Source: an optimization exercise on an open RTL-to-GDS flow (aim: small area, a short achievable clock period and few clock cycles). Production flows keep margins and buffers that such runs may drop. In this exercise RTL edits were held to simulation tests only and were not proved equivalent to the original. No activity file was given, so power comes from the tool's default toggle rates.

==> run G: inputs <==
Design region_slot_table_core, start of the top module:
module region_slot_table_core #(
  parameter int SLOTS = 64
) (
  input  logic                                 clk_i,
  input  logic                                 rst_ni,
  input  logic                                 start,
  output logic                                 busy,
  input  logic [rslot_pkg::CMD_W-1:0]          command_i,
  input  logic signed [rslot_pkg::POS_W-1:0]   pos_x_i,
  input  logic signed [rslot_pkg::POS_W-1:0]   pos_y_i,
  input  logic signed [rslot_pkg::POS_W-1:0]   center_x_i,
  input  logic signed [rslot_pkg::POS_W-1:0]   center_y_i,
  input  logic                                 cfg_we_i,
  input  logic [rslot_pkg::RADIUS_W-1:0]       cfg_wdata_i,
  output logic                                 valid_o,
  output logic [rslot_pkg::STATUS_W-1:0]       status_o,
  output logic [rslot_pkg::SLOT_W-1:0]         slot_o,
  output logic signed [rslot_pkg::POS_W-1:0]   out_x_o,
  output logic signed [rslot_pkg::POS_W-1:0]   out_y_o,
  output logic [rslot_pkg::OCC_W-1:0]          occupied_count_o,
  output logic                                 last_o
);
  ...
clock: 6.0 ns
lec_check: 0
cap_margin: 40
core_margin: 2
core_utilization: 50
cts_cluster_diameter: 100
cts_cluster_size: 20
setup_slack_margin: 3.3
slew_margin: 40
tns_end_percent: 10
run.sh (not shown) runs the stock make flow with config.mk's settings and CLKGATE_MAP_FILE= SYNTH_SCRIPT=/design/flow/synth_recipe.tcl, a recipe that flattens the netlist after the stock synthesis.
==> run E: changes against run G <==
--- a/flow/design.v
+++ b/flow/design.v
@@ -129,17 +129,16 @@
   logic [CW-1:0]            cnt_q, cnt_d;
   logic signed [POS_W-1:0]  cam_x_q [SLOTS];
   logic signed [POS_W-1:0]  cam_y_q [SLOTS];
   logic                     busy_q, busy_d;
   logic                     acc;
   logic                     a_vld_q, a_stall;
   logic [CMD_W-1:0]         a_cmd_q;
   logic signed [POS_W-1:0]  a_px_q, a_py_q;    
-  logic signed [POS_W-1:0]  a_px2_q, a_py2_q;  
   logic [SLOTS-1:0]         m_d;
   logic                     a_go, ev_start, a_is_ev, a_is_ev_d, done_d;
   logic                     eq_ab;
   logic                     b_vld_q;
   logic [CMD_W-1:0]         b_cmd_q;
   logic signed [POS_W-1:0]  b_px_q, b_py_q;
   logic [SLOTS-1:0]         b_match_q;
   logic                     b_hit, free_any, b_ld, b_ul, b_wr, b_ulhit;
@@ -208,32 +207,21 @@
   assign busy_d    = (acc | a_stall) && (ev_st_d != EV_IDLE) && (a_is_ev_d || !done_d);
   always_ff @(posedge clk_i) begin
     if (!busy_q) begin
       a_cmd_q <= command_i;
       a_px_q  <= (command_i == CMD_EVICT) ? center_x_i : pos_x_i;
       a_py_q  <= (command_i == CMD_EVICT) ? center_y_i : pos_y_i;
     end
   end
-  always_ff @(posedge clk_i) begin
-    if (!busy_q || !a_vld_q) begin
-      a_px2_q <= (command_i == CMD_EVICT) ? center_x_i : pos_x_i;
-      a_py2_q <= (command_i == CMD_EVICT) ? center_y_i : pos_y_i;
-    end
-  end
   assign eq_ab = (a_px_q == b_px_q) && (a_py_q == b_py_q);
   always_comb begin
     for (int i = 0; i < SLOTS; i = i + 1) begin
-      if (i < SLOTS / 2) begin
-        m_d[i] = (used_q[i] && !clr_b[i] && (cam_x_q[i] == a_px_q) && (cam_y_q[i] == a_py_q)) ||
-                 (set_b[i] && eq_ab);
-      end else begin
-        m_d[i] = (used_q[i] && !clr_b[i] && (cam_x_q[i] == a_px2_q) && (cam_y_q[i] == a_py2_q)) ||
-                 (set_b[i] && eq_ab);
-      end
+      m_d[i] = (used_q[i] && !clr_b[i] && (cam_x_q[i] == a_px_q) && (cam_y_q[i] == a_py_q)) ||
+               (set_b[i] && eq_ab);
     end
   end
   always_ff @(posedge clk_i or negedge rst_ni) begin
     if (!rst_ni) begin
       b_vld_q <= 1'b0;
     end else begin
       b_vld_q <= a_go;
     end
- CORE_UTILIZATION: 50 -> 45
- SETUP_SLACK_MARGIN: 3.3 -> 3.2
==> run A: changes against run G <==
--- a/flow/design.v
+++ b/flow/design.v
@@ -129,19 +129,18 @@
   logic [CW-1:0]            cnt_q, cnt_d;
   logic signed [POS_W-1:0]  cam_x_q [SLOTS];
   logic signed [POS_W-1:0]  cam_y_q [SLOTS];
   logic                     busy_q, busy_d;
   logic                     acc;
   logic                     a_vld_q, a_stall;
   logic [CMD_W-1:0]         a_cmd_q;
   logic signed [POS_W-1:0]  a_px_q, a_py_q;    
-  logic signed [POS_W-1:0]  a_px2_q, a_py2_q;  
   logic [SLOTS-1:0]         m_d;
-  logic                     a_go, ev_start, a_is_ev, a_is_ev_d, done_d;
+  logic                     a_go, ev_start, a_is_ev, a_is_ev_d;
   logic                     eq_ab;
   logic                     b_vld_q;
   logic [CMD_W-1:0]         b_cmd_q;
   logic signed [POS_W-1:0]  b_px_q, b_py_q;
   logic [SLOTS-1:0]         b_match_q;
   logic                     b_hit, free_any, b_ld, b_ul, b_wr, b_ulhit;
   logic [SLOTS-1:0]         free_oh, set_b, clr_b;
   localparam logic [1:0] EV_IDLE = 2'd0, EV_RUN = 2'd1, EV_FLUSH = 2'd3;
@@ -163,17 +162,17 @@
   logic [GS-1:0]            dused_q;
   logic [5:0]               cpart [GS];
   logic [GS-1:0]            cfar;
   logic                     ev_q, elast_q;
   logic [GW-1:0]            eg_q;
   logic signed [POS_W-1:0]  ex_q [GS];
   logic signed [POS_W-1:0]  ey_q [GS];
   logic [GS-1:0]            efar_q, far_sel;
-  logic                     ev_found, ev_more, ev_adv, ev_end, ev_done, ev_fast, ev_fin;
+  logic                     ev_found, ev_more, ev_adv, ev_end, ev_done;
   logic [SLOTS-1:0]         clr_e;
   logic                     pend_vld_q;
   logic [SLOT_W-1:0]        pend_slot_q;
   logic signed [POS_W-1:0]  pend_x_q, pend_y_q;
   logic [OCC_W-1:0]         pend_occ_q;
   logic [SLOT_W-1:0]        ev_slot;
   logic signed [POS_W-1:0]  ev_x, ev_y;
   logic                     valid_q, valid_d;
@@ -199,41 +198,29 @@
       a_vld_q <= 1'b0;
       busy_q  <= 1'b0;
     end else begin
       a_vld_q <= acc | a_stall;
       busy_q  <= busy_d;
     end
   end
   assign a_is_ev_d = acc ? (command_i == CMD_EVICT) : a_is_ev;
-  assign done_d    = (ev_st_d == EV_FLUSH) || (ev_adv && dv_q && dlast_q && !(|cfar));
-  assign busy_d    = (acc | a_stall) && (ev_st_d != EV_IDLE) && (a_is_ev_d || !done_d);
+  assign busy_d    = (acc | a_stall) && (ev_st_d != EV_IDLE) && (a_is_ev_d || (ev_st_d != EV_FLUSH));
   always_ff @(posedge clk_i) begin
     if (!busy_q) begin
       a_cmd_q <= command_i;
       a_px_q  <= (command_i == CMD_EVICT) ? center_x_i : pos_x_i;
       a_py_q  <= (command_i == CMD_EVICT) ? center_y_i : pos_y_i;
     end
   end
-  always_ff @(posedge clk_i) begin
-    if (!busy_q || !a_vld_q) begin
-      a_px2_q <= (command_i == CMD_EVICT) ? center_x_i : pos_x_i;
-      a_py2_q <= (command_i == CMD_EVICT) ? center_y_i : pos_y_i;
-    end
-  end
   assign eq_ab = (a_px_q == b_px_q) && (a_py_q == b_py_q);
   always_comb begin
     for (int i = 0; i < SLOTS; i = i + 1) begin
-      if (i < SLOTS / 2) begin
-        m_d[i] = (used_q[i] && !clr_b[i] && (cam_x_q[i] == a_px_q) && (cam_y_q[i] == a_py_q)) ||
-                 (set_b[i] && eq_ab);
-      end else begin
-        m_d[i] = (used_q[i] && !clr_b[i] && (cam_x_q[i] == a_px2_q) && (cam_y_q[i] == a_py2_q)) ||
-                 (set_b[i] && eq_ab);
-      end
+      m_d[i] = (used_q[i] && !clr_b[i] && (cam_x_q[i] == a_px_q) && (cam_y_q[i] == a_py_q)) ||
+               (set_b[i] && eq_ab);
     end
   end
   always_ff @(posedge clk_i or negedge rst_ni) begin
     if (!rst_ni) begin
       b_vld_q <= 1'b0;
     end else begin
       b_vld_q <= a_go;
     end
@@ -298,31 +285,23 @@
     end
   end
   rslot_ctrl #(.N(GS)) u_sel (
     .v_i  (efar_q),
     .oh_o (far_sel)
   );
   assign ev_found = (ev_st_q == EV_RUN) && (|efar_q);
   assign ev_more  = |(efar_q & ~far_sel);
-  assign ev_fast  = !(b_vld_q && ((b_cmd_q == CMD_LOAD) || (b_cmd_q == CMD_UNLOAD)));
-  assign ev_adv   = ((ev_st_q == EV_RUN) && !ev_more) || (ev_start && ev_fast);
-  assign ev_fin   = (ev_st_q != EV_IDLE) && (ev_st_d == EV_IDLE);
+  assign ev_adv   = (ev_st_q == EV_RUN) && !ev_more;
   assign ev_end   = (ev_st_q == EV_RUN) && ev_q && elast_q && !ev_more;
   assign ev_done  = (ev_end && !ev_found) || (ev_st_q == EV_FLUSH);
-  always_ff @(posedge clk_i or negedge rst_ni) begin
-    if (!rst_ni) begin
-      g_used <= '0;
-    end else begin
-      for (int g = 0; g < NG; g = g + 1) begin
-        g_used[g] <= |used_d[g * GS +: GS];
-      end
-    end
-  end
   always_comb begin
+    for (int g = 0; g < NG; g = g + 1) begin
+      g_used[g] = |used_q[g * GS +: GS];
+    end
     g_after[0] = 1'b0;
     for (int g = 1; g < NG; g = g + 1) begin
       g_after[g] = g_after[g-1] | ev_poh_q[g-1];
     end
   end
   rslot_ctrl #(.N(NG)) u_next (
     .v_i  (g_used & g_after),
     .oh_o (g_next)
@@ -334,25 +313,25 @@
       EV_RUN:   if (ev_end) ev_st_d = ev_found ? EV_FLUSH : EV_IDLE;
       default:  ev_st_d = EV_IDLE;
     endcase
   end
   always_ff @(posedge clk_i or negedge rst_ni) begin
     if (!rst_ni) begin
       ev_st_q    <= EV_IDLE;
       ev_p_q     <= '0;
-      ev_poh_q   <= NG'(1);
-      ev_pv_q    <= 1'b1;
+      ev_poh_q   <= '0;
+      ev_pv_q    <= 1'b0;
       dv_q       <= 1'b0;
       ev_q       <= 1'b0;
       efar_q     <= '0;
       pend_vld_q <= 1'b0;
     end else begin
       ev_st_q <= ev_st_d;
-      if (ev_fin) begin
+      if (ev_start) begin
         ev_p_q   <= '0;
         ev_poh_q <= NG'(1);
         ev_pv_q  <= 1'b1;
         dv_q     <= 1'b0;
         ev_q     <= 1'b0;
         efar_q   <= '0;
       end else if (ev_adv) begin
         ev_p_q   <= encgrp(g_next);
- CAP_MARGIN: 40 -> 25
- CORE_UTILIZATION: 50 -> 45
- SETUP_SLACK_MARGIN: 3.3 -> 3.2
- SLEW_MARGIN: 40 -> 20
- TNS_END_PERCENT: 10 -> default
==> comparison <==
In run A the sequential share of layout area is lower than in run G, by 0.47 points.
The lowest core utilization belongs to run A, the highest to run G.
Design area, lowest first: run A, run G, run E.
Hold slack: run G > run E > run A.
Via count: run A < run E < run G.
First-iteration DRC count: run A is smaller than run E (about 4.3%).
The highest non-clock buffer count belongs to run E, the lowest to run A.
The lowest area after synthesis belongs to run A, the highest to run G.
Combinational power: run E < run A < run G.
Power, highest first: run G, run A, run E.
==> figures <==
metric	run G	run A	run E
Maximum number of pins on one net before global-route repair	98	95	73
Number of antenna violations at the first check in global routing	128	117	130
Multi-input comb cells	5877	5808	5866
Clk Latency, worst-skew pair	0.94 ns	0.96 ns	0.95 ns
Endpoint of the worst-slack reg-to-reg timing path	dy_q[2][15]	b_match_q[6]	b_match_q[38]
Seq area share	0.538	0.533	0.531
Die area	263000 um^2	288000 um^2	290000 um^2
CP max FO	18	45	7
Smallest hold slack	0.222 ns	0.205 ns	0.211 ns
Sum of routed wire length over all layers	776000 um	768000 um	765000 um
Global-route wire length before repair	969000 um	949000 um	965000 um
Internal Pwr Total	0.0384 W	0.0384 W	0.0381 W
Register bit total from synthesis	2769	2722	2737
Reg2reg setup slack	2.54 ns	2.72 ns	2.61 ns
Mean post-synth cell area	13.8 um^2	13.8 um^2	13.8 um^2
Worst slew pin tran	1.11 ns	1.39 ns	1.11 ns
Adder and majority gate portion of the synthesized area	0.0161	0.0162	0.0163
Most Frequent Cell on Critical Path	sky130_fd_sc_hd__buf_4	sky130_fd_sc_hd__nand4_1	sky130_fd_sc_hd__nand4_1
Number of flip-flops and latches	2769	2722	2737
Sequential share of the synthesized area	0.626	0.625	0.624
Run status	complete, no violations	complete, no violations	complete, no violations
Testbench counts of run G, summed over its fixed seeds: cycles 16,747.
Testbench counts of run E, summed over its fixed seeds: cycles 16,747.
Testbench counts of run A, summed over its fixed seeds: cycles 17,125.

==> what the ideal ports hide <==
In the flow no input, the clock included, has a driving cell. The finished layouts below were timed again as built, in two steps.
Step 1 sets driving cells, clkbuf_16 on the clock port and buf_2 on the other inputs (assumed; they add their load-dependent delay and slew).
Step 2 adds t to the input delays and takes it off the output delays; t is the mean of the earliest and latest rising clock arrival at the registers after step 1. Input paths then give back, and output paths get back, about the clock's delay inside the block.
a / b / c = no drivers / after step 1 / after step 2; a / b = the first two.
| run | t, ns | slack for setup (ns) | hold slack, ns | worst data-port slew with drivers (ns) | cell pins on the clock port's net |
|---|---|---|---|---|---|
| run G | 1.013 | 2.536 / 2.536 / 2.536 | 0.222 / 0.146 / 0.392 | 0.05 | 1 |
| run E | 1.043 | 2.610 / 2.610 / 2.610 | 0.211 / 0.145 / 0.426 | 0.05 | 1 |
| run A | 1.035 | 2.723 / 2.723 / 2.723 | 0.205 / 0.139 / 0.429 | 0.07 | 1 |
After both steps setup and hold are still met in every run listed.
